From an optimization exercise on the open Yosys and OpenROAD flow, aimed at small area and few clock cycles per item; shortcuts taken in it are not production practice.
Function was checked by simulation only, so behaviour that the tests miss may differ from the original.
Power is estimated from default activity; no workload was simulated.

--- flow/run.sh ---
#!/bin/bash
# synth_recipe.tcl (not shown) runs the flow's synth.tcl, then flattens the netlist and writes it again
# the make line also repeats each setting of config.mk as NAME=value (left out here)
make -C /OpenROAD-flow-scripts/flow DESIGN_CONFIG=/design/flow/config.mk WORK_HOME=/design/flow/orfs CLKGATE_MAP_FILE= SYNTH_SCRIPT=/design/flow/synth_recipe.tcl finish
--- flow/config.mk ---
export PLATFORM = sky130hd
export DESIGN_NAME = apb_completer_mem
export DESIGN_NICKNAME = apb_completer_mem
export VERILOG_FILES = /design/flow/design.v
export SDC_FILE = /design/flow/constraint.sdc
export NUM_CORES = 4
export LEC_CHECK = 0
export CAP_MARGIN = 20
export CORE_MARGIN = 2
export CORE_UTILIZATION = 80
export CTS_CLUSTER_DIAMETER = 80
export CTS_CLUSTER_SIZE = 30
export SLEW_MARGIN = 20
export SYNTH_HIERARCHICAL = 1
export SYNTH_MINIMUM_KEEP_SIZE = 0
--- flow/constraint.sdc ---
create_clock -name core_clock -period 5.0 [get_ports {PCLK}]
set_input_delay 1.0000 -clock core_clock [delete_from_list [all_inputs] [get_ports {PCLK}]]
set_output_delay 1.0000 -clock core_clock [all_outputs]
set_load 0.01 [all_outputs]
--- flow/design.v ---
package apb_pkg;
  localparam int unsigned DATA_W   = 8;
  localparam int unsigned MAX_WAIT = 15;
  localparam int unsigned CTR_W    = $clog2(MAX_WAIT + 1);
  typedef enum logic [1:0] {
    ST_IDLE   = 2'd0,
    ST_SETUP  = 2'd1,
    ST_ACCESS = 2'd2
  } apb_state_e;
endpackage
module apb_wait_ctr (
  input  logic             clk,
  input  logic             rst_n,
  input  logic             load,
  input  logic [apb_pkg::CTR_W-1:0] load_val,
  input  logic             dec,
  output logic             zero_c,
  output logic             last_c
);
  logic [apb_pkg::CTR_W-1:0] count;
  always_ff @(posedge clk) begin
    if (!rst_n) begin
      count <= '0;
    end else if (load) begin
      count <= load_val;
    end else if (dec && (count != '0)) begin
      count <= count - apb_pkg::CTR_W'(1);
    end
  end
  assign zero_c = (count == '0);
  assign last_c = (count == apb_pkg::CTR_W'(1));
endmodule
module apb_completer_mem #(
  parameter int unsigned ADDR_W      = 9,
  parameter int unsigned DEPTH       = 256,
  parameter int unsigned WAIT_STATES = 0
) (
  input  logic              PCLK,
  input  logic              PRESETn,
  input  logic              PSEL,
  input  logic              PENABLE,
  input  logic              PWRITE,
  input  logic [ADDR_W-1:0] PADDR,
  input  logic [apb_pkg::DATA_W-1:0] PWDATA,
  output logic [apb_pkg::DATA_W-1:0] PRDATA,
  output logic              PREADY,
  output logic              PSLVERR
);
  localparam int unsigned DW    = apb_pkg::DATA_W;
  localparam int unsigned NRING = 32;
  localparam int unsigned NPEND = 4;
  logic          oor_c;
  assign oor_c = PADDR[8];
  logic [DW-1:0]    ring_q [NRING][8];    
  logic [2:0]       phase_q;              
  logic [7:0]       phoh_q;               
  logic [7:0]       clr_q;                
  logic [NPEND-1:0] pv_q;                 
  logic [7:0]       pa_q [NPEND];         
  logic [DW-1:0]    pd_q [NPEND];         
  logic [2:0] wslot_c;
  assign wslot_c = 3'd7 - phase_q;
  logic          wr_c;
  logic [NPEND-1:0] match_c, elig_c, csel_c, alloc_c, merge_c, free_c;
  logic          any_match_c, any_elig_c, any_free_c, dslot_c, direct_c, stall_c;
  assign wr_c = PSEL && PENABLE && PWRITE && !oor_c;
  always_comb begin
    for (int unsigned i = 0; i < NPEND; i++) begin
      match_c[i] = pv_q[i] && (pa_q[i] == PADDR[7:0]);
      elig_c[i]  = pv_q[i] && (pa_q[i][2:0] == wslot_c);
      free_c[i]  = !pv_q[i];
    end
    any_match_c = |match_c;
    any_elig_c  = |elig_c;
    any_free_c  = |free_c;
    csel_c = elig_c & ~(elig_c - NPEND'(1));
    dslot_c  = (PADDR[2:0] == wslot_c) && !any_elig_c;
    stall_c  = wr_c && !any_free_c && !dslot_c;
    direct_c = wr_c && !any_match_c && dslot_c;
    alloc_c  = (wr_c && !any_match_c && !dslot_c && !stall_c) ? (free_c & ~(free_c - NPEND'(1)))
                                                               : '0;
    merge_c  = (wr_c && !stall_c) ? match_c : '0;
  end
  logic          cvalid_c;
  logic [4:0]    cring_c;
  logic [DW-1:0] cdata_c;
  always_comb begin
    cring_c = '0;
    cdata_c = '0;
    for (int unsigned i = 0; i < NPEND; i++) begin
      cring_c = cring_c | (pa_q[i][7:3] & {5{csel_c[i]}});
      cdata_c = cdata_c | (pd_q[i] & {DW{csel_c[i]}});
    end
    if (direct_c) begin
      cring_c = PADDR[7:3];
      cdata_c = PWDATA;
    end
    cvalid_c = any_elig_c || direct_c;
  end
  always_ff @(posedge PCLK) begin
    for (int unsigned i = 0; i < NPEND; i++) begin
      if (!PRESETn) begin
        pv_q[i] <= 1'b0;
      end else if (alloc_c[i] || merge_c[i]) begin
        pv_q[i] <= 1'b1;
      end else if (csel_c[i]) begin
        pv_q[i] <= 1'b0;
      end
      if (alloc_c[i]) begin
        pa_q[i] <= PADDR[7:0];
      end
      if (alloc_c[i] || merge_c[i]) begin
        pd_q[i] <= PWDATA;
      end
    end
  end
  logic [NRING-1:0] inj_c;
  logic             keep_c;
  assign keep_c = clr_q[wslot_c];
  always_comb begin
    for (int unsigned r = 0; r < NRING; r++) begin
      inj_c[r] = cvalid_c && (cring_c == 5'(r));
    end
  end
  always_ff @(posedge PCLK) begin
    if (!PRESETn) begin
      phase_q <= '0;
      phoh_q  <= 8'd1;
      clr_q   <= '0;
    end else begin
      phase_q <= phase_q + 3'd1;
      phoh_q  <= {phoh_q[6:0], phoh_q[7]};
      clr_q[wslot_c] <= 1'b1;
    end
  end
  always_ff @(posedge PCLK) begin
    for (int unsigned r = 0; r < NRING; r++) begin
      for (int unsigned p = 1; p < 8; p++) begin
        ring_q[r][p] <= ring_q[r][p-1];
      end
    end
  end
  for (genvar r = 0; r < NRING; r++) begin : g_wrap
    logic inj_n, keep_r;
    assign keep_r = keep_c && !inj_c[r];
    for (genvar b = 0; b < DW; b++) begin : g_bit
      logic d;
      apb_ao22 u_w (.a0(inj_c[r]), .a1(cdata_c[b]), .b0(keep_r), .b1(ring_q[r][7][b]), .y(d));
      always_ff @(posedge PCLK) ring_q[r][0][b] <= d;
    end
  end
  logic [7:0]  sdec_c, pos_c;
  logic [15:0] row_c, col_c;
  logic [DW-1:0] mem_c [256];
  always_comb begin
    for (int unsigned s = 0; s < 8; s++) begin
      sdec_c[s] = (PADDR[2:0] == 3'(s));
    end
    for (int unsigned p = 0; p < 8; p++) begin
      pos_c[p] = 1'b0;
      for (int unsigned s = 0; s < 8; s++) begin
        pos_c[p] = pos_c[p] | (sdec_c[s] & phoh_q[(p + 8 - s) % 8]);
      end
    end
    for (int unsigned j = 0; j < 16; j++) begin
      row_c[j] = (PADDR[7:4] == 4'(j));
      col_c[j] = pos_c[j % 8] & (PADDR[3] == (j >= 8));
    end
    for (int unsigned i = 0; i < 256; i++) begin
      mem_c[i] = ring_q[i / 8][i % 8];
    end
  end
  logic [DW-1:0] rsel_n [16];
  logic [DW-1:0] rq_c [4];
  logic [DW-1:0] rd_c;
  for (genvar j = 0; j < 16; j++) begin : g_row
    for (genvar b = 0; b < DW; b++) begin : g_bit
      logic [5:0] t_n;
      logic       rh0, rh1;
      for (genvar t = 0; t < 5; t++) begin : g_t
        apb_aoi222 u_t (.a0(mem_c[16*j+3*t][b]),   .a1(col_c[3*t]),
                        .b0(mem_c[16*j+3*t+1][b]), .b1(col_c[3*t+1]),
                        .c0(mem_c[16*j+3*t+2][b]), .c1(col_c[3*t+2]), .y(t_n[t]));
      end
      apb_nand2  u_t5 (.a(mem_c[16*j+15][b]), .b(col_c[15]), .y(t_n[5]));
      apb_nand3  u_h0 (.a(t_n[0]), .b(t_n[1]), .c(t_n[2]), .y(rh0));
      apb_nand3  u_h1 (.a(t_n[3]), .b(t_n[4]), .c(t_n[5]), .y(rh1));
      apb_oai21  u_s  (.a0(rh0), .a1(rh1), .b(row_c[j]), .y(rsel_n[j][b]));
    end
  end
  for (genvar b = 0; b < DW; b++) begin : g_out
    for (genvar q = 0; q < 4; q++) begin : g_q
      apb_nand4 u_q (.a(rsel_n[4*q][b]), .b(rsel_n[4*q+1][b]), .c(rsel_n[4*q+2][b]),
                     .d(rsel_n[4*q+3][b]), .y(rq_c[q][b]));
    end
    apb_or4 u_o (.a(rq_c[0][b]), .b(rq_c[1][b]), .c(rq_c[2][b]), .d(rq_c[3][b]), .y(rd_c[b]));
  end
  logic [DW-1:0] fwd_c;
  always_comb begin
    fwd_c = '0;
    for (int unsigned i = 0; i < NPEND; i++) begin
      fwd_c = fwd_c | (pd_q[i] & {DW{match_c[i]}});
    end
  end
  logic          gring_c, gfwd_c;
  logic [DW-1:0] rdd_c;
  assign gring_c = !oor_c && !any_match_c && clr_q[PADDR[2:0]];
  assign gfwd_c  = !oor_c && any_match_c;
  for (genvar b = 0; b < DW; b++) begin : g_rdd
    apb_ao22 u_d (.a0(rd_c[b]), .a1(gring_c), .b0(fwd_c[b]), .b1(gfwd_c), .y(rdd_c[b]));
  end
  always_ff @(posedge PCLK) begin
    PRDATA <= rdd_c;
  end
  assign PREADY  = PSEL && PENABLE && !stall_c;
  assign PSLVERR = oor_c;
endmodule
module apb_or4 (
  input  logic a, b, c, d,
  output logic y
);
  assign y = a || b || c || d;
endmodule
module apb_ao22 (
  input  logic a0, a1, b0, b1,
  output logic y
);
  assign y = (a0 && a1) || (b0 && b1);
endmodule
module apb_aoi222 (
  input  logic a0, a1, b0, b1, c0, c1,
  output logic y
);
  assign y = !((a0 && a1) || (b0 && b1) || (c0 && c1));
endmodule
module apb_and2 (
  input  logic a, b,
  output logic y
);
  assign y = a && b;
endmodule
module apb_nand2 (
  input  logic a, b,
  output logic y
);
  assign y = !(a && b);
endmodule
module apb_oai21 (
  input  logic a0, a1, b,
  output logic y
);
  assign y = !((a0 || a1) && b);
endmodule
module apb_nand3 (
  input  logic a, b, c,
  output logic y
);
  assign y = !(a && b && c);
endmodule
module apb_nand4 (
  input  logic a, b, c, d,
  output logic y
);
  assign y = !(a && b && c && d);
endmodule
module apb_nor4 (
  input  logic a, b, c, d,
  output logic y
);
  assign y = !(a || b || c || d);
endmodule
module apb_nor2 (
  input  logic a, b,
  output logic y
);
  assign y = !(a || b);
endmodule
==> results.yml, run 1 <==
layout:
  final_nets: 4431
  drive_gt1_frac: 0.09216
  syn2layout_area_growth_pct: 10.68
  finalInstanceArea_um2: 64440
  n_fill_cell: 2825
drt:
  num_vias: 42320
  antenna_left: 0
  dr.first_iter.drc_count: 9466
  wl_um: 185900
  drcViolationCount: 0
  first_pass_iters: 15
  viasPerCell: 7.886
  routedWlPerCell_um: 34.65
logic_synthesis:
  synth_nets: 4107
  synth_area_leaders: "dfxtp_1 (71%), a222oi_1 (11%), a22o_1 (4.0%)"
  ys_types: 75
  async_flop_share: 0
  synthesis.area_um2: 58220
  synthXorXnorAreaFrac: 0.007500
  synth_adder_area_share: 0.0006447
  synth_cells: 4082
  synth_largest_area_cell: "dfxtp_1"
  synth_top_family_by_area: "compound AO/OA/AOI/OAI gates"
  synth-seq-cells: 2143
  synth_top_area_frac: 0.7149
  synth-main-ff-cell: "dfxtp_1"
  avgSynthCellArea_um2: 14.26
  yosysSeqAreaShare: 0.7479
  yosys.area_share.simple: 0.05749
  synth_edf_count: 64
  synth_compound_area_frac: 0.1782
  muxShareOfSynthArea: 0.004492
  yosysWarnings: 17
cts:
  cts_hold_buffers: 0
  cts_root_buf: "clkbuf_16"
  cts_resized: 0
  clk_pin_slew_ns: 0.11
  clk_path_buf_depth: 3
  cts_buffers: 81
  post_cts_buffers: 0
  cts_tree: "yes"
  htree_num_levels: 3
  clock_sinks: 2143
  insertion_delay_ns: 0.68
floorplan:
  fp.dieArea_um2: 74950
  die_w_um: 273.8
  start_util: 0.8116
  coreArea_um2: 71730
  ios: 32
  rows: 98
  die_h_um: 273.8
placed_design:
  gp_congestion: 0.9515
  hpwl_um: 113700
  io_buffer_count: 31
  preCtsSetupSlack_ns: -0.03574
  dpl_cell_area_um2: 62260
min_path:
  hold_class: "flip-flop to flip-flop"
  holdPathStages: 0
global_routing:
  grt_overflow: 0
  antenna_found_initial: 6
  grt_pass1_wl_um: 275100
  grt_start_max_net_pins: 75
  grt_use_total: 0.4907
  grt_pass1_vias: 43520
worst_setup_path:
  crit_path_max_fanout: 38
  crit_required_ns: 5.57
  start_kind: "input pin"
  crit_arrival_ns: 5.42
  criticalPathCategory: "input pin to flip-flop"
  cp-end-kind: "flip-flop"
  r2r_cells: 8
  timing.reg2reg.setup_slack_ns: 0.21
power:
  p_leak_uw: 0.02427
  power.density_nw_per_um2: 404.8
  max-vdd-ir-drop_v: 0.0005392
sta:
  fmax_mhz: 205.9
  finalSetupViolCount: 0
  grt_setup_unrepaired: "false"
  relSlewSlack: 0.1391
  hold_viol_final: 0
  setup_tns_ns: 0
  fin_crit_ns: 4.857
  fin_worst_skew_ns: 0.02552
  maxSlewViolCount: 0
  min_period_over_period: 0.9715
  tightest_slew_ns: 1.281
  setup_ws_ns: 0.1427
status:
  status: "timing/DRC/antenna clean"
job:
  maxCapViolCount: 0
cells in the final DEF (no fill, tap or decap), types with 4 or more instances in the layout:
cell type           n
clkbuf_16          83
a221o_1             8
or2_2               4
edfxtp_1           64
nor4_1              5
a21oi_4             4
and2_1             28
o21a_1              7
a222oi_1          640
nor2b_1            13
buf_4             193
nand2_1           170
xor2_1             13
xnor2_1            35
a21oi_1            29
or4_1               9
nor2_1             39
nand4_1            41
clkdlybuf4s50_1    30
nor2b_4             6
inv_1               9
nor2_4              5
a22o_1            264
clkbuf_1            6
a22oi_1            24
mux4_2              8
mux2i_1             6
nor3b_2             6
a21o_1              4
nand2_2             8
nand2b_1            9
buf_12             55
nor3_1             17
dfxtp_1          2079
o21ai_1           128
o21ai_0            15
nand3_1           269
cell usage after synthesis (all sizes together) (24+ instances only):
| cell type | instances |
|---|---|
| dfxtp | 2079 |
| a222oi | 640 |
| nand3 | 269 |
| a22o | 264 |
| nand2 | 178 |
| o21ai | 143 |
| edfxtp | 64 |
| nor2 | 47 |
| nand4 | 42 |
| xnor2 | 36 |
| a21oi | 35 |
| and2 | 29 |
| a22oi | 24 |
where the power goes:
group	switching (µW)	internal (µW)	total, µW
clock	4960	3040	8010
combinational	686	226	912
sequential	14.8	17200	17200
total	5660	20400	26100
state kept, by name, indices dropped and copies added, names as in the netlist:
signal / cells
phoh_q: 8
phase_q: 3
ring_q: 2048
PRDATA: 8
pa_q: 32
clr_q: 8
pv_q: 4
pd_q: 32
final cells by class:
class	instances	area [µm²]	share of cell area
repair buffers	280	2867	0.04448
diodes	1	2.502	0.00003883
clock inverters	4	52.55	0.0008155
well taps	950	1189	0.01845
multi-input cells	1891	14650	0.2274
clock buffers	89	2100	0.03258
inverters	9	33.78	0.0005243
flip-flops and latches	2143	43540	0.6757
per-layer routing:
metal | wire length [µm] | up-vias | global-route usage
met3 | 27580 | 1162 | 0.1550
met1 | 60940 | 20130 | 0.6019
met2 | 80910 | 4002 | 0.7338
met4 | 16430 | 12 | 0.3602
met5 | 97 | - | 0
li1 | - | 17020 | -
Yosys stat by module, one instance, submodules excluded:
module	cells inside	area [µm²]	times used	flops+latches
apb_completer_mem	2626	46840	1	2143
apb_ao22	1	8.758	264	0
apb_oai21	1	5.005	128	0
apb_or4	1	7.507	8	0
apb_nand2	1	3.754	128	0
apb_aoi222	1	10.01	640	0
apb_nand4	1	6.256	32	0
apb_nand3	1	5.005	256	0
worst max-delay path, cell delays in order:
cell	delay [ns]
clkdlybuf4s50_1	0.50
buf_12	0.17
nor2b_1	0.07
nand2_1	0.06
o21ai_0	0.11
a21oi_1	0.22
nand2_1	0.07
a21oi_1	0.19
buf_4	0.19
nor2_4	0.14
buf_12	0.28
buf_4	0.19
a222oi_1	0.72
nand3_1	0.17
o21ai_1	0.26
nand4_1	0.15
or4_1	0.58
a22o_1	0.28
stage by stage:
stage               hold slack (ns)  utilization  total power (µW)  std cells
floorplan                    0.3305            -             17910       4082
global placement             0.3311       0.8679             18370       5272
detailed placement           0.3353       0.8679             18390       5272
CTS                          0.3440       0.8979             25920       5365
global route                 0.3390       0.8983             26570       5366
finish                       0.3385       0.8983             26080       5367
kinds of logic after synthesis:
group                      count (synthesis)
DFF                                     2143
AOI/OAI and AO/OA                       1164
and+or+nand+nor                          659
xor gates and xnor gates                  49
buffers and inverters                     48
muxes                                     16
adders and majority gates                  3
worst paths after layout:
path                                               end              startpoint
worst min register to register  ring_q[191][1]$_DFF_P_  ring_q[190][1]$_DFF_P_
worst max-delay path                 PRDATA[4]$_DFF_P_                PADDR[2]
worst max register to register  ring_q[208][3]$_DFF_P_   phase_q[1]$_SDFF_PN0_
worst min-delay path            ring_q[191][1]$_DFF_P_  ring_q[190][1]$_DFF_P_
Testbench counts, summed over its fixed seeds: cycles 24,799, items 12,288.
==> run 2: changes to the inputs <==
--- a/flow/config.mk
+++ b/flow/config.mk
@@ -9,3 +9,3 @@
 export CORE_MARGIN = 2
-export CORE_UTILIZATION = 80
+export CORE_UTILIZATION = 75
 export CTS_CLUSTER_DIAMETER = 80
==> run 2 against run 1 <==
Compared with the run above:
- cell count grew 0.91%
- clock power grew 1%
- non-clock buffer count shrank 44
- critical endpoint is now PREADY
- setup slack gained 0.20 ns
- critical path type is now input pin to primary output
- sequential power is essentially flat
- synthesized area is the same
==> results.yml, run 2 <==
global_routing:
  grt_pass1_wl_um: 242900
  grt_overflow: 0
  busiest_layer: "met2"
  grtUsageMet3: 0.09094
  grt.met2_usage: 0.6016
  grt_use_total: 0.4040
  met1_usage: 0.5606
  grt_start_max_net_pins: 66
  grt_pass1_vias: 39200
  antenna_found_initial: 3
layout:
  final_util: 0.8319
  final_nets: 4388
  largestRegisters: "ring_q (2048), pa_q (32), pd_q (32)"
  largest_register_ffs: 2048
  regMostFlops: "ring_q"
  drive_gt1_frac: 0.08387
  syn2layout_area_growth_pct: 10.33
  n_fill_cell: 4147
  final_cell_mix: "dfxtp_1 (2079), a222oi_1 (640), nand3_1 (269)"
  antennaDiodeCount: 0
  multiInputGateArea_um2: 14640
  seqCellArea_um2: 43540
  finalInstanceArea_um2: 64230
  mostFrequentLayoutCell: "dfxtp_1"
cts:
  post_cts_buffers: 0
  cts_root_buf: "clkbuf_16"
  cts_resized: 0
  clock_sinks: 2143
  cts_tree: "yes"
  clk_path_buf_depth: 3
  cts_buffers: 82
  htree_num_levels: 3
  cts_hold_buffers: 0
  insertion_delay_ns: 0.69
  clk_pin_slew_ns: 0.11
drt:
  routedWlPerCell_um: 30.33
  antenna_left: 0
  first_pass_iters: 14
  dr.first_iter.drc_count: 7911
  viasPerCell: 7.345
  wl_um: 164300
  drcViolationCount: 0
  num_vias: 39780
sta:
  hold_viol_final: 0
  maxSlewViolCount: 0
  relSlewSlack: 0.2382
  fin_worst_skew_ns: 0.02323
  setup_ws_ns: 0.3447
  min_period_over_period: 0.9311
  tightest_slew_ns: 1.138
  finalSetupViolCount: 0
  holdWs_ns: 0.3397
  fin_crit_ns: 4.655
  fmax_mhz: 214.8
  grt_setup_unrepaired: "false"
logic_synthesis:
  synthesis.area_um2: 58220
  yosysSeqAreaShare: 0.7479
  synth-main-ff-cell: "dfxtp_1"
  synth_top_area_frac: 0.7149
  synth-seq-cells: 2143
  synth_nets: 4107
  avgSynthCellArea_um2: 14.26
  async_flop_share: 0
  synth_edf_count: 64
  yosysWarnings: 17
  yosys-top-cells-count: "dfxtp_1 (2079), a222oi_1 (640), nand3_1 (269)"
  synth_most_common_cell: "dfxtp_1"
  synth_largest_area_cell: "dfxtp_1"
  synth_area_leaders: "dfxtp_1 (71%), a222oi_1 (11%), a22o_1 (4.0%)"
  ys_types: 75
  synth_cells: 4082
power:
  max-vdd-ir-drop_v: 0.0003355
  power.density_nw_per_um2: 406.1
  p_leak_uw: 0.02407
worst_setup_path:
  path_delay_family: "buffers and inverters"
  worst_path_most_repeated_cell: "clkdlybuf4s50_1"
  crit_arrival_ns: 3.66
  crit_slowest_cell: "clkdlybuf4s50_1"
  start_kind: "input pin"
  max_stage_delay_ns: 0.55
  criticalPathCategory: "input pin to primary output"
  crit_path_max_fanout: 24
  cp-end-kind: "primary output"
  cp_cell_sequence: "clkdlybuf4s50_1 > buf_12 > buf_4 > xor2_1 > nand3_1 > o21ai_0 > o211a_1 > clkdlybuf4s50_1"
  crit_required_ns: 4.00
  worst-path-buf-inv: 4
placed_design:
  hpwl_um: 103000
  preCtsSetupSlack_ns: -0.1531
  io_buffer_count: 31
  dpl_cell_area_um2: 61970
  gp_congestion: 0.9044
floorplan:
  die_h_um: 282.6
  ios: 32
  rows: 102
  fp.dieArea_um2: 79870
  coreArea_um2: 77210
  die_w_um: 282.6
  start_util: 0.7540
status:
  status: "timing/DRC/antenna clean"
job:
  maxCapViolCount: 0
min_path:
  hold_class: "flip-flop to flip-flop"
-- run 2: changes by cell type in the layout (fill, tap and decap cells not counted), moves of 3 or more --
cell      before  now
clkbuf_1       6    3
inv_6          0    4
buf_12        55   49
buf_4        193  156
-- run 2: area by class of cell --
class | count | share of cell area
Clock buffer | 87 | 0.03290
Clock inverter | 10 | 0.002240
Inverter | 9 | 0.0005259
Multi-Input combinational cell | 1891 | 0.2280
Sequential cell | 2143 | 0.6779
Tap cell | 1040 | 0.02026
Timing Repair Buffer | 236 | 0.03826
-- run 2: where the power goes --
| group | switching (µW) | internal [µW] |
|---|---|---|
| Combinational | 636 | 198 |
| Clock | 4960 | 3130 |
| Sequential | 14.1 | 17200 |
-- run 2: cell families (layout without fill, tap and decap cells) --
kind of cell    Yosys count  count (layout)  share of synthesized area
xor+xnor                 49              49                   0.007500
simple gates            659             659                    0.05749
fa+ha+maj                 3               3                  0.0006448
mux                      16              16                   0.004492
compound gates         1164            1164                     0.1782
buf+inv                  48             342                   0.003804
flops                  2143            2143                     0.7479
-- run 2: per-layer routing --
| layer | part of all wire | up-vias |
|---|---|---|
| met5 | 0.000043 | - |
| met4 | 0.054 | 2 |
| met3 | 0.12 | 461 |
| met2 | 0.44 | 2836 |
| met1 | 0.38 | 19530 |
| li1 | - | 16960 |
-- run 2: path summary, 6_finish.rpt --
check | to | cells after the start | from | slack (ns)
setup reg to reg | ring_q[192][1]$_DFF_P_ | 8 | phase_q[2]$_SDFF_PN0_ | 0.53
setup / recovery | PREADY | 8 | PADDR[2] | 0.34
hold reg to reg | ring_q[140][5]$_DFF_P_ | 0 | ring_q[139][5]$_DFF_P_ | 0.34
hold / removal | ring_q[140][5]$_DFF_P_ | 0 | ring_q[139][5]$_DFF_P_ | 0.34
-- run 2: modules after synthesis (local to each module, per instance) --
module | cells | flops+latches
apb_ao22 | 1 | 0
apb_aoi222 | 1 | 0
apb_completer_mem | 2626 | 2143
apb_nand2 | 1 | 0
apb_nand3 | 1 | 0
apb_nand4 | 1 | 0
apb_oai21 | 1 | 0
apb_or4 | 1 | 0
-- run 2: through the flow --
step | power [µW] | cells | setup TNS [ns]
after floorplan | 17910 | 4082 | 0
after CTS | 26040 | 5416 | 0
after global placement | 18340 | 5319 | -0.1060
final | 26090 | 5416 | 0
after global routing | 26670 | 5416 | 0
after detailed placement | 18350 | 5319 | -0.3545
==> run 3: changes to the inputs <==
--- a/flow/design.v
+++ b/flow/design.v
@@ -165,7 +165,9 @@
     for (int unsigned j = 0; j < 16; j++) begin
-      row_c[j] = (PADDR[7:4] == 4'(j));
-      col_c[j] = pos_c[j % 8] & (PADDR[3] == (j >= 8));
-    end
-    for (int unsigned i = 0; i < 256; i++) begin
-      mem_c[i] = ring_q[i / 8][i % 8];
+      row_c[j] = pos_c[j / 2] & (PADDR[3] == (j % 2 == 1));
+      col_c[j] = (PADDR[7:4] == 4'(j));
+    end
+    for (int unsigned j = 0; j < 16; j++) begin
+      for (int unsigned k = 0; k < 16; k++) begin
+        mem_c[16 * j + k] = ring_q[2 * k + j % 2][j / 2];
+      end
     end
--- a/flow/config.mk
+++ b/flow/config.mk
@@ -9,3 +9,3 @@
 export CORE_MARGIN = 2
-export CORE_UTILIZATION = 75
+export CORE_UTILIZATION = 70
 export CTS_CLUSTER_DIAMETER = 80
==> run 3 against run 2 <==
Compared with the run above:
- still clean on timing, DRC and antenna
- combinational power fell by 8.3%
- power decreased by 0.53%
- clock skew grew 0.012 ns
- clock power shrank 0.9%
- die area is 6.9% higher
- core utilization down 5.8 points
- synthesized area is essentially flat
- critical path depth rose by 3
- synthesized cell count is 0.17% lower
- maximum frequency is 1.1% lower
- design area decreased by 0.88%
- non-clock buffer count decreased by 20
==> results.yml, run 3 <==
logic_synthesis:
  synth_nets: 4100
  avgSynthCellArea_um2: 14.27
  yosys.area_share.simple: 0.05541
  synth_largest_area_cell: "dfxtp_1"
  async_flop_share: 0
  yosysSeqAreaShare: 0.7486
  synth_edf_count: 64
  synth_adder_area_share: 0.0006453
  synth_top_area_frac: 0.7155
  synth_most_common_cell: "dfxtp_1"
  synth_area_leaders: "dfxtp_1 (72%), a222oi_1 (11%), a22o_1 (4.0%)"
  synth-main-ff-cell: "dfxtp_1"
  yosysWarnings: 17
  ys_types: 74
  synth_top_family_by_area: "compound AO/OA/AOI/OAI gates"
  synthesis.area_um2: 58170
  muxShareOfSynthArea: 0.004926
  synthXorXnorAreaFrac: 0.007765
  synth_compound_area_frac: 0.1782
  synth-seq-cells: 2143
  yosys-top-cells-count: "dfxtp_1 (2079), a222oi_1 (640), nand3_1 (269)"
  synth_cells: 4075
sta:
  fin_crit_ns: 4.708
  maxSlewViolCount: 0
  relSlewSlack: 0.1028
  min_period_over_period: 0.9415
  setup_ws_ns: 0.2923
  hold_viol_final: 0
  fmax_mhz: 212.4
  finalSetupViolCount: 0
  grt_setup_unrepaired: "false"
  tightest_slew_ns: 1.341
  fin_worst_skew_ns: 0.03508
layout:
  final_util: 0.7742
  regMostFlops: "ring_q"
  drive_gt1_frac: 0.08366
  mostFrequentLayoutCell: "dfxtp_1"
  final_cell_mix: "dfxtp_1 (2079), a222oi_1 (640), nand3_1 (269)"
  n_fill_cell: 5170
  final_nets: 4364
  finalInstanceArea_um2: 63670
  syn2layout_area_growth_pct: 9.465
  largest_register_ffs: 2048
  largestRegisters: "ring_q (2048), pa_q (32), pd_q (32)"
cts:
  clk_pin_slew_ns: 0.11
  insertion_delay_ns: 0.69
  cts_resized: 0
  clk_path_buf_depth: 3
  cts_root_buf: "clkbuf_16"
  cts_hold_buffers: 0
  post_cts_buffers: 0
  clock_sinks: 2143
  htree_num_levels: 3
  cts_buffers: 82
  cts_tree: "yes"
placed_design:
  io_buffer_count: 31
  hpwl_um: 121600
  gp_congestion: 0.9982
  preCtsSetupSlack_ns: -0.08940
  dpl_cell_area_um2: 61430
global_routing:
  grt_start_max_net_pins: 90
  grt_use_total: 0.4023
  grt_pass1_vias: 37650
  grt_pass1_wl_um: 250400
  grt_overflow: 0
  antenna_found_initial: 6
worst_setup_path:
  startpoint: "PADDR[6]"
  cp-end-kind: "flip-flop"
  rr_startpoint: "phase_q[2]$_SDFF_PN0_"
  timing.reg2reg.setup_slack_ns: 0.33
  critPathCapture: "PRDATA[3]$_DFF_P_"
  rr_endpoint: "ring_q[152][7]$_DFF_P_"
  crit_arrival_ns: 5.31
  criticalPathCategory: "input pin to flip-flop"
  start_kind: "input pin"
  r2r_cells: 9
  crit_path_max_fanout: 89
  crit_required_ns: 5.60
power:
  power.density_nw_per_um2: 407.5
  seqPwrFrac: 0.662
  max-vdd-ir-drop_v: 0.0003384
  switchingPower_uw: 5526
  pwr-share-comb: 0.029
  swShare: 0.2130
  p_leak_uw: 0.02378
  p_clk_frac: 0.309
  cell_internal_pwr_uw: 20420
drt:
  dr.first_iter.drc_count: 8417
  wl_um: 175900
  routedWlPerCell_um: 32.44
  num_vias: 39260
  viasPerCell: 7.240
  antenna_left: 0
  drcViolationCount: 0
  first_pass_iters: 17
min_path:
  hold_class: "flip-flop to flip-flop"
floorplan:
  coreArea_um2: 82240
  die_h_um: 292.3
  fp.dieArea_um2: 85420
  rows: 105
  ios: 32
  die_w_um: 292.3
  start_util: 0.7073
job:
  maxCapViolCount: 0
status:
  status: "timing/DRC/antenna clean"
[run 3: power groups by stage]
stage | clock network (µW) | registers [µW] | logic, µW
global placement | 0 | 17600 | 711
floorplan | 0 | 17500 | 318
global route | 8630 | 17200 | 766
detailed placement | 0 | 17600 | 721
finish | 8020 | 17200 | 764
CTS | 8040 | 17200 | 726
[run 3: cell type report]
| cell class | instances | area [µm²] | share of cell area |
|---|---|---|---|
| Multi-Input combinational cell | 1877 | 14630 | 0.2297 |
| Antenna cell | 1 | 2.502 | 0.00003930 |
| Sequential cell | 2143 | 43540 | 0.6839 |
| Timing Repair Buffer | 216 | 1847 | 0.02900 |
| Clock inverter | 9 | 130.1 | 0.002044 |
| Clock buffer | 87 | 2113 | 0.03319 |
| Tap cell | 1070 | 1339 | 0.02103 |
| Inverter | 19 | 71.32 | 0.001120 |
[run 3: how the worst min path moves through the flow]
| stage | from | slack [ns] | cells after the start | end |
|---|---|---|---|---|
| floorplan | ring_q[9][0]$_DFF_P_ | 0.33 | 0 | ring_q[10][0]$_DFF_P_ |
| global placement | ring_q[137][6]$_DFF_P_ | 0.33 | 0 | ring_q[138][6]$_DFF_P_ |
| detailed placement | ring_q[242][0]$_DFF_P_ | 0.34 | 0 | ring_q[243][0]$_DFF_P_ |
| CTS | ring_q[252][4]$_DFF_P_ | 0.33 | 0 | ring_q[253][4]$_DFF_P_ |
| global route | ring_q[156][7]$_DFF_P_ | 0.35 | 0 | ring_q[157][7]$_DFF_P_ |
| finish | ring_q[204][4]$_DFF_P_ | 0.33 | 0 | ring_q[205][4]$_DFF_P_ |
[run 3: Yosys stat by module (local to each module, per instance)]
module / times used / flip-flops and latches / area, µm²
apb_nand3: 256 / 0 / 5.005
apb_completer_mem: 1 / 2143 / 46780
apb_nand4: 32 / 0 / 6.256
apb_nand2: 128 / 0 / 3.754
apb_oai21: 128 / 0 / 5.005
apb_or4: 8 / 0 / 7.507
apb_ao22: 264 / 0 / 8.758
apb_aoi222: 640 / 0 / 10.01
[run 3: worst max-delay path, stage by stage]
cell and delay, ns:
clkdlybuf4s50_1 0.51, buf_4 0.24, nand2_1 0.39, nor2_4 0.31
buf_12 0.34, a222oi_1 0.49, nand3_1 0.34, o21ai_1 0.55
nand4_1 0.15, or4_1 0.65, a22o_1 0.28
[run 3: kinds of logic after synthesis]
logic type	Yosys count
adder cells (fa/ha/maj)	3
multiplexers	22
flip-flops	2143
AO/OA/AOI/OAI	1152
XOR/XNOR	49
AND/OR/NAND/NOR	651
buffers and inverters	55
[run 3: stage by stage]
step | instances | TNS [ns] | power [µW] | hold slack (ns)
global placement | 5322 | -0.03534 | 18270 | 0.3315
global route | 5421 | 0 | 26560 | 0.3456
CTS | 5421 | 0 | 25930 | 0.3299
finish | 5422 | 0 | 25950 | 0.3279
detailed placement | 5325 | -0.1978 | 18280 | 0.3350
floorplan | 4075 | -1.082 | 17870 | 0.3298
[run 3: metal layers]
metal  vias to the layer above  global-route usage  routed length (µm)
met5                         -                   0                  57
met4                         8              0.2418               12380
met3                       509              0.1007               22390
met2                      2689              0.5981               75920
met1                     19200              0.5361               65150
li1                      16850                   -                   -
Testbench counts of run 3, summed over its fixed seeds: cycles 24,799, items 12,288.
==> run 4: changes to the inputs <==
--- a/flow/design.v
+++ b/flow/design.v
@@ -86,15 +86,20 @@
   logic [DW-1:0] cdata_c;
-  always_comb begin
-    cring_c = '0;
-    cdata_c = '0;
+  logic [12:0] cw_c [NPEND+1];
+  logic [12:0] cbus_c;
+  always_comb begin
     for (int unsigned i = 0; i < NPEND; i++) begin
-      cring_c = cring_c | (pa_q[i][7:3] & {5{csel_c[i]}});
-      cdata_c = cdata_c | (pd_q[i] & {DW{csel_c[i]}});
-    end
-    if (direct_c) begin
-      cring_c = PADDR[7:3];
-      cdata_c = PWDATA;
-    end
+      cw_c[i] = {pa_q[i][7:3], pd_q[i]};
+    end
+    cw_c[NPEND] = {PADDR[7:3], PWDATA};
     cvalid_c = any_elig_c || direct_c;
   end
+  for (genvar b = 0; b < 13; b++) begin : g_cbus
+    logic t0_n, t1_n;
+    apb_aoi222 u_c0 (.a0(cw_c[0][b]), .a1(csel_c[0]), .b0(cw_c[1][b]), .b1(csel_c[1]),
+                     .c0(cw_c[2][b]), .c1(csel_c[2]), .y(t0_n));
+    apb_aoi22  u_c1 (.a0(cw_c[3][b]), .a1(csel_c[3]), .b0(cw_c[4][b]), .b1(direct_c), .y(t1_n));
+    apb_nand2  u_c2 (.a(t0_n), .b(t1_n), .y(cbus_c[b]));
+  end
+  assign cring_c = cbus_c[12:8];
+  assign cdata_c = cbus_c[7:0];
   always_ff @(posedge PCLK) begin
@@ -119,6 +124,16 @@
   assign keep_c = clr_q[wslot_c];
-  always_comb begin
-    for (int unsigned r = 0; r < NRING; r++) begin
-      inj_c[r] = cvalid_c && (cring_c == 5'(r));
-    end
+  logic [3:0] cvh_n;
+  logic [7:0] cl_n;
+  logic       keep_n;
+  always_comb begin
+    for (int unsigned k = 0; k < 4; k++) begin
+      cvh_n[k] = !(cvalid_c && (cring_c[4:3] == 2'(k)));
+    end
+    for (int unsigned m = 0; m < 8; m++) begin
+      cl_n[m] = !(cring_c[2:0] == 3'(m));
+    end
+    keep_n = !keep_c;
+  end
+  for (genvar r = 0; r < NRING; r++) begin : g_inj
+    apb_nor2 u_i (.a(cvh_n[r / 8]), .b(cl_n[r % 8]), .y(inj_c[r]));
   end
@@ -143,4 +158,4 @@
   for (genvar r = 0; r < NRING; r++) begin : g_wrap
-    logic inj_n, keep_r;
-    assign keep_r = keep_c && !inj_c[r];
+    logic keep_r;
+    apb_nor2 u_k (.a(keep_n), .b(inj_c[r]), .y(keep_r));
     for (genvar b = 0; b < DW; b++) begin : g_bit
@@ -158,8 +173,2 @@
     end
-    for (int unsigned p = 0; p < 8; p++) begin
-      pos_c[p] = 1'b0;
-      for (int unsigned s = 0; s < 8; s++) begin
-        pos_c[p] = pos_c[p] | (sdec_c[s] & phoh_q[(p + 8 - s) % 8]);
-      end
-    end
     for (int unsigned j = 0; j < 16; j++) begin
@@ -173,2 +182,12 @@
     end
+  end
+  for (genvar p = 0; p < 8; p++) begin : g_pos
+    logic [2:0] t_n;
+    apb_aoi222 u_p0 (.a0(sdec_c[0]), .a1(phoh_q[(p + 8) % 8]), .b0(sdec_c[1]), .b1(phoh_q[(p + 7) % 8]),
+                     .c0(sdec_c[2]), .c1(phoh_q[(p + 6) % 8]), .y(t_n[0]));
+    apb_aoi222 u_p1 (.a0(sdec_c[3]), .a1(phoh_q[(p + 5) % 8]), .b0(sdec_c[4]), .b1(phoh_q[(p + 4) % 8]),
+                     .c0(sdec_c[5]), .c1(phoh_q[(p + 3) % 8]), .y(t_n[1]));
+    apb_aoi22  u_p2 (.a0(sdec_c[6]), .a1(phoh_q[(p + 2) % 8]), .b0(sdec_c[7]), .b1(phoh_q[(p + 1) % 8]),
+                     .y(t_n[2]));
+    apb_nand3  u_p3 (.a(t_n[0]), .b(t_n[1]), .c(t_n[2]), .y(pos_c[p]));
   end
@@ -237,2 +256,8 @@
 endmodule
+module apb_aoi22 (
+  input  logic a0, a1, b0, b1,
+  output logic y
+);
+  assign y = !((a0 && a1) || (b0 && b1));
+endmodule
 module apb_and2 (
==> run 4 against run 3 <==
Compared with the run above:
- synthesized area shrank 0.92%
- count of clock-buffer cells in the layout rose by 1
- largest cell class unchanged
- largest power group unchanged
- synthesized cell count fell by 1.8%
- critical path type is now input pin to primary output
==> results.yml, run 4 <==
cts:
  cts_tree: "yes"
  clk_path_buf_depth: 3
  clock_sinks: 2143
  post_cts_buffers: 0
  cts_resized: 0
  htree_num_levels: 3
  cts_root_buf: "clkbuf_16"
  cts_buffers: 82
  cts_hold_buffers: 0
  insertion_delay_ns: 0.68
  clk_pin_slew_ns: 0.12
floorplan:
  start_util: 0.7042
  fp.dieArea_um2: 84640
  die_w_um: 290.9
  coreArea_um2: 81850
  die_h_um: 290.9
  rows: 105
  ios: 32
layout:
  final_nets: 4266
  final_cell_mix: "dfxtp_1 (2079), a222oi_1 (669), nand3_1 (271)"
  regMostFlops: "ring_q"
  largest_register_ffs: 2048
  antennaDiodeCount: 0
  largestRegisters: "ring_q (2048), pa_q (32), pd_q (32)"
  drive_gt1_frac: 0.06819
  mostFrequentLayoutCell: "dfxtp_1"
  syn2layout_area_growth_pct: 9.157
  finalInstanceArea_um2: 62910
  final_util: 0.7686
drt:
  num_vias: 38030
  dr.first_iter.drc_count: 8128
  drcViolationCount: 0
  wl_um: 158400
  first_pass_iters: 15
  antenna_left: 0
  routedWlPerCell_um: 29.75
  viasPerCell: 7.144
logic_synthesis:
  synth_cells: 4000
  synth_edf_count: 64
  avgSynthCellArea_um2: 14.41
  synth-main-ff-cell: "dfxtp_1"
  yosysWarnings: 19
  synth_largest_area_cell: "dfxtp_1"
  yosys-top-cells-count: "dfxtp_1 (2079), a222oi_1 (669), nand3_1 (271)"
  synth_nets: 4025
  synth-seq-cells: 2143
  synth_area_leaders: "dfxtp_1 (72%), a222oi_1 (12%), a22o_1 (4.0%)"
  synthesis.area_um2: 57630
  ys_types: 48
  yosysSeqAreaShare: 0.7555
  async_flop_share: 0
  synth_most_common_cell: "dfxtp_1"
  synth_top_area_frac: 0.7222
min_path:
  hold_end: "ring_q[246][0]$_DFF_P_"
  hold_class: "flip-flop to flip-flop"
  hp-start: "ring_q[245][0]$_DFF_P_"
  holdPathStages: 0
sta:
  min_period_over_period: 0.8804
  finalSetupViolCount: 0
  fmax_mhz: 227.2
  grt_setup_unrepaired: "false"
  relSlewSlack: 0.2227
  fin_worst_skew_ns: 0.03697
  hold_viol_final: 0
  fin_crit_ns: 4.402
  maxSlewViolCount: 0
  holdWs_ns: 0.3417
  setup_ws_ns: 0.5978
  setup_tns_ns: 0
  tightest_slew_ns: 1.166
power:
  p_leak_uw: 0.02358
  power.density_nw_per_um2: 410.8
  max-vdd-ir-drop_v: 0.0003759
placed_design:
  dpl_cell_area_um2: 60630
  gp_congestion: 0.9539
  io_buffer_count: 31
  preCtsSetupSlack_ns: 0.1357
  hpwl_um: 108800
global_routing:
  antenna_found_initial: 3
  grt_start_max_net_pins: 73
  grt_pass1_vias: 36260
  grt_overflow: 0
  grt_use_total: 0.3662
  grt_pass1_wl_um: 232300
worst_setup_path:
  criticalPathCategory: "input pin to primary output"
  crit_required_ns: 4.00
  rr_startpoint: "phase_q[2]$_SDFF_PN0_"
  rr_endpoint: "ring_q[56][4]$_DFF_P_"
  start_kind: "input pin"
  timing.reg2reg.setup_slack_ns: 0.91
  crit_path_max_fanout: 9
  crit_arrival_ns: 3.40
  r2r_cells: 12
  cp-end-kind: "primary output"
status:
  status: "timing/DRC/antenna clean"
job:
  maxCapViolCount: 0
[run 4: changes by cell type after synthesis, moves of 12 or more]
cell	delta
nor3_2	-18
a21oi_1	-16
clkbuf_1	-13
a22oi_2	+21
a222oi_1	+29
mux2i_1	-12
[run 4: stage by stage]
stage	cells	total power [µW]
floorplan	4000	17840
global placement	5223	18170
detailed placement	5225	18180
CTS	5321	25860
global route	5323	26500
finish	5323	25850
[run 4: report_power, final]
part | total (µW) | leakage (µW) | switching (µW) | internal (µW)
Clock | 8030 | 0.00109 | 4930 | 3100
Combinational | 657 | 0.00517 | 525 | 132
Sequential | 17200 | 0.0173 | 11.4 | 17200
[run 4: area by class of cell]
type | instances | area (µm²)
Fill cell | 5120 | 18940
Inverter | 8 | 30.03
Sequential cell | 2143 | 43540
Timing Repair Buffer | 176 | 1667
Multi-Input combinational cell | 1830 | 14100
Clock buffer | 88 | 2117
Tap cell | 1070 | 1339
Clock inverter | 8 | 120.1
[run 4: modules after synthesis, one instance, submodules excluded]
module             cell area (µm²)  flip-flops and latches  copies in the design
apb_nand2                    3.754                       0                   141
apb_ao22                     8.758                       0                   264
apb_nand3                    5.005                       0                   264
apb_aoi22                    12.51                       0                    21
apb_nor2                     3.754                       0                    64
apb_completer_mem            45370                    2143                     1
apb_oai21                    5.005                       0                   128
apb_or4                      7.507                       0                     8
apb_nand4                    6.256                       0                    32
apb_aoi222                   10.01                       0                   669
[run 4: logic make-up (layout without fill, tap and decap cells)]
logic type               count (synthesis)  in the layout  share of synthesized area
flip-flops                            2143           2143                     0.7555
AO/OA/AOI/OAI                         1117           1117                     0.1762
AND/OR/NAND/NOR                        655            655                    0.05549
XOR/XNOR                                49             49                   0.007446
buffers and inverters                   27            280                   0.002822
multiplexers                             6              6                   0.001911
adder cells (fa/ha/maj)                  3              3                  0.0006514
[run 4: worst max-delay path by stage]
stage | startpoint | to | slack, ns | cells past startpoint
after floorplan | PADDR[4] | PRDATA[0]$_DFF_P_ | -0.003 | 8
after global placement | PADDR[1] | PRDATA[0]$_DFF_P_ | 0.11 | 10
after detailed placement | PADDR[4] | PRDATA[6]$_DFF_P_ | 0.14 | 12
after CTS | PADDR[0] | PREADY | 0.59 | 7
after global routing | PADDR[0] | PREADY | 0.51 | 7
final | PADDR[0] | PREADY | 0.60 | 7
[run 4: layer usage]
metal	global-route usage	wire length, µm	part of all wire
met5	0	25	0.00016
met4	0.1428	7150	0.045
met3	0.06528	16720	0.11
met2	0.5523	70030	0.44
met1	0.5308	64450	0.41
[run 4: worst max-delay path, stage by stage]
cell             delay [ns]
clkdlybuf4s50_1        0.76
xnor2_1                0.14
nor3_1                 0.34
and2_1                 0.30
nor2_1                 0.08
a21oi_1                0.22
clkdlybuf4s50_1        0.58
Testbench counts of run 4, summed over its fixed seeds: cycles 24,799, items 12,288.
==> run 5: changes to the inputs <==
--- a/flow/design.v
+++ b/flow/design.v
@@ -77,6 +77,6 @@
     dslot_c  = (PADDR[2:0] == wslot_c) && !any_elig_c;
-    stall_c  = wr_c && !any_free_c && !dslot_c;
+    stall_c  = wr_c && !any_free_c && !any_elig_c && !dslot_c;
     direct_c = wr_c && !any_match_c && dslot_c;
-    alloc_c  = (wr_c && !any_match_c && !dslot_c && !stall_c) ? (free_c & ~(free_c - NPEND'(1)))
-                                                               : '0;
+    alloc_c  = (wr_c && !any_match_c && !dslot_c && !stall_c) ?
+               (any_free_c ? (free_c & ~(free_c - NPEND'(1))) : csel_c) : '0;
     merge_c  = (wr_c && !stall_c) ? match_c : '0;
==> run 5 against run 4 <==
Compared with the run above:
- still clean on timing, DRC and antenna
- largest cell class unchanged
- non-clock buffer count decreased by 15
- flip-flop and latch count is the same
- critical endpoint is now PRDATA[5]$_DFF_P_
- power is 0.29% lower
==> results.yml, run 5 <==
cts:
  cts_root_buf: "clkbuf_16"
  htree_num_levels: 3
  clk_path_buf_depth: 3
  cts_tree: "yes"
  cts_buffers: 81
  clk_pin_slew_ns: 0.11
  clock_sinks: 2143
  cts_resized: 0
  cts_hold_buffers: 0
  post_cts_buffers: 0
  insertion_delay_ns: 0.69
logic_synthesis:
  synthesis.area_um2: 57650
  avgSynthCellArea_um2: 14.35
  synth_nets: 4041
  yosysWarnings: 19
  synth_edf_count: 64
  yosysSeqAreaShare: 0.7553
  synth_top_area_frac: 0.7220
  synth-seq-cells: 2143
  synth_area_leaders: "dfxtp_1 (72%), a222oi_1 (12%), a22o_1 (4.0%)"
  synth_largest_area_cell: "dfxtp_1"
  synth_most_common_cell: "dfxtp_1"
  async_flop_share: 0
  ys_types: 48
  synth_cells: 4016
  yosys-top-cells-count: "dfxtp_1 (2079), a222oi_1 (669), nand3_1 (274)"
  synth-main-ff-cell: "dfxtp_1"
layout:
  syn2layout_area_growth_pct: 8.888
  largestRegisters: "ring_q (2048), pa_q (32), pd_q (32)"
  regMostFlops: "ring_q"
  drive_gt1_frac: 0.06449
  mostFrequentLayoutCell: "dfxtp_1"
  finalInstanceArea_um2: 62770
  final_cell_mix: "dfxtp_1 (2079), a222oi_1 (669), nand3_1 (274)"
  largest_register_ffs: 2048
  final_util: 0.7669
  final_nets: 4263
  n_fill_cell: 5190
worst_setup_path:
  criticalPathCategory: "input pin to flip-flop"
  crit_path_max_fanout: 64
  start_kind: "input pin"
  max_stage_delay_ns: 0.65
  cp-end-kind: "flip-flop"
  crit_slowest_cell: "clkdlybuf4s50_1"
  cp_cell_sequence: "clkdlybuf4s50_1 > nand2b_1 > nor2_4 > buf_12 > a222oi_1 > nand3_1 > o21ai_1 > nand4_1 > or4_1 > a22o_1"
  crit_required_ns: 5.59
  crit_arrival_ns: 5.32
placed_design:
  hpwl_um: 115700
  dpl_cell_area_um2: 60530
  io_buffer_count: 31
  gp_congestion: 1.011
drt:
  antenna_left: 0
  num_vias: 38350
  viasPerCell: 7.207
  first_pass_iters: 17
  routedWlPerCell_um: 32.24
  wl_um: 171600
  dr.first_iter.drc_count: 7865
  drcViolationCount: 0
global_routing:
  grt_start_max_net_pins: 129
  grt_pass1_wl_um: 245700
  grt_use_total: 0.3946
  antenna_found_initial: 8
  grt_overflow: 0
  grt_pass1_vias: 36770
sta:
  maxSlewViolCount: 0
  tightest_slew_ns: 1.265
  min_period_over_period: 0.9461
  fmax_mhz: 211.4
  relSlewSlack: 0.1536
  fin_worst_skew_ns: 0.02624
  fin_crit_ns: 4.731
  finalSetupViolCount: 0
  hold_viol_final: 0
  grt_setup_unrepaired: "false"
job:
  maxCapViolCount: 0
status:
  status: "timing/DRC/antenna clean"
floorplan:
  coreArea_um2: 81850
  rows: 105
  die_w_um: 291.0
  start_util: 0.7043
  fp.dieArea_um2: 84660
  ios: 32
  die_h_um: 291.0
power:
  power.density_nw_per_um2: 410.5
  p_leak_uw: 0.02340
  max-vdd-ir-drop_v: 0.0003966
min_path:
  hold_class: "flip-flop to flip-flop"
run 5: cell count changes after synthesis, moves of 3 or more:
cell	before	now
nor3_1	8	14
nand2_1	169	174
buf_2	1	5
xnor2_1	36	39
nand3_1	271	274
buf_4	10	6
and3_1	1	6
nor3_4	4	0
nor2_1	96	93
o211ai_1	4	0
clkbuf_1	5	9
run 5: path summary, 6_finish.rpt:
check             cells after the start  slack (ns)             startpoint                     to
hold reg to reg                       0        0.33  ring_q[30][6]$_DFF_P_  ring_q[31][6]$_DFF_P_
hold / removal                        0        0.33  ring_q[30][6]$_DFF_P_  ring_q[31][6]$_DFF_P_
setup reg to reg                     11        0.72   pa_q[0][1]$_DFFE_PP_  ring_q[40][3]$_DFF_P_
setup / recovery                     10        0.27               PADDR[4]      PRDATA[5]$_DFF_P_
run 5: final cells by class:
class	count	area [µm²]	area share
Sequential cell	2143	43540	0.6937
Antenna cell	2	5.005	0.00007973
Multi-Input combinational cell	1843	14130	0.2250
Inverter	8	30.03	0.0004784
Timing Repair Buffer	161	1546	0.02464
Tap cell	1070	1339	0.02133
Clock buffer	87	2092	0.03333
Clock inverter	7	90.09	0.001435
run 5: logic make-up after synthesis:
family,synth area share
flops,0.7553
compound gates,0.1764
simple gates,0.05513
xor+xnor,0.007901
buf+inv,0.002713
mux,0.001910
fa+ha+maj,0.0006512
run 5: per-layer routing:
layer | routed length (µm) | global-route usage | vias to the layer above | part of all wire
met3 | 19340 | 0.09437 | 438 | 0.11
met4 | 12960 | 0.2522 | 10 | 0.076
met1 | 64920 | 0.5244 | 18940 | 0.38
met5 | 77 | 0 | - | 0.00045
met2 | 74260 | 0.5842 | 2390 | 0.43
li1 | - | - | 16570 | -
run 5: power by group:
group	internal [µW]	leakage, µW	total [µW]	switching [µW]
combinational	123	0.00501	644	521
clock	3050	0.00107	7960	4910
sequential	17200	0.0173	17200	14.7
total	20300	0.0234	25800	5440
run 5: critical path: cells and delay by family:
family          cells  cell delay (ns)
buf+inv             2             0.94
compound gates      3             1.29
simple gates        5             2.01
run 5: modules after synthesis, one instance, submodules excluded:
module | times used | cells inside | flip-flops and latches
apb_completer_mem | 1 | 2425 | 2143
apb_aoi22 | 21 | 1 | 0
apb_aoi222 | 669 | 1 | 0
apb_ao22 | 264 | 1 | 0
apb_or4 | 8 | 1 | 0
apb_nand4 | 32 | 1 | 0
apb_nand3 | 264 | 1 | 0
apb_oai21 | 128 | 1 | 0
apb_nand2 | 141 | 1 | 0
apb_nor2 | 64 | 1 | 0
run 5: per-stage QoR:
step	setup TNS [ns]	hold slack [ns]	total power (µW)	std cells	setup slack, ns
2_1_floorplan	-0.02897	0.3305	17840	4016	-0.003621
3_3_place_gp	-0.4331	0.3322	18160	5219	-0.2042
3_5_place_dp	-0.3831	0.3347	18170	5222	-0.2171
4_1_cts	0	0.3389	25730	5316	0.4821
5_1_grt	0	0.3488	26360	5319	0.3276
6_report	0	0.3319	25770	5321	0.2693
Testbench counts of run 5, summed over its fixed seeds: cycles 24,712, items 12,288.

port drivers added, routing unchanged:
How much do the figures lean on ideal ports? The routed layouts below were timed once more, with nothing changed but the port constraints.
Step 1: set_driving_cell puts a clkbuf_16 on PCLK and a buf_2 on each other input, an assumption about the parent block.
Step 2 moves the port delays by t, midway between the first and last clock arrival at a register: inputs arrive t later, outputs are due t later. That takes back most of the time a late clock gives input paths.
Three values: ideal, step 1, step 2; two values: the first two.
run | shift t [ns] | slack for setup (ns) | worst setup path at the end | slew at the worst register clock pin (ns) | worst slew at a driven data input, ns
run 1 | 0.744 | 0.143 / 0.191 / -0.553 | input to register | 0.12 / 0.12 | 0.06
run 2 | 0.754 | 0.345 / 0.294 / -0.235 | input to register | 0.11 / 0.11 | 0.05
run 3 | 0.741 | 0.292 / 0.333 / -0.407 | input to register | 0.11 / 0.11 | 0.08
run 4 | 0.738 | 0.598 / 0.574 / -0.014 | input to register | 0.12 / 0.12 | 0.04
run 5 | 0.750 | 0.269 / 0.281 / -0.469 | input to register | 0.11 / 0.11 | 0.07
With both steps, setup timing fails in every run listed, where it was met with ideal ports. The setup slack of run 5, which loses most, moves by +0.012 ns with the drivers and by -0.738 ns with both steps.
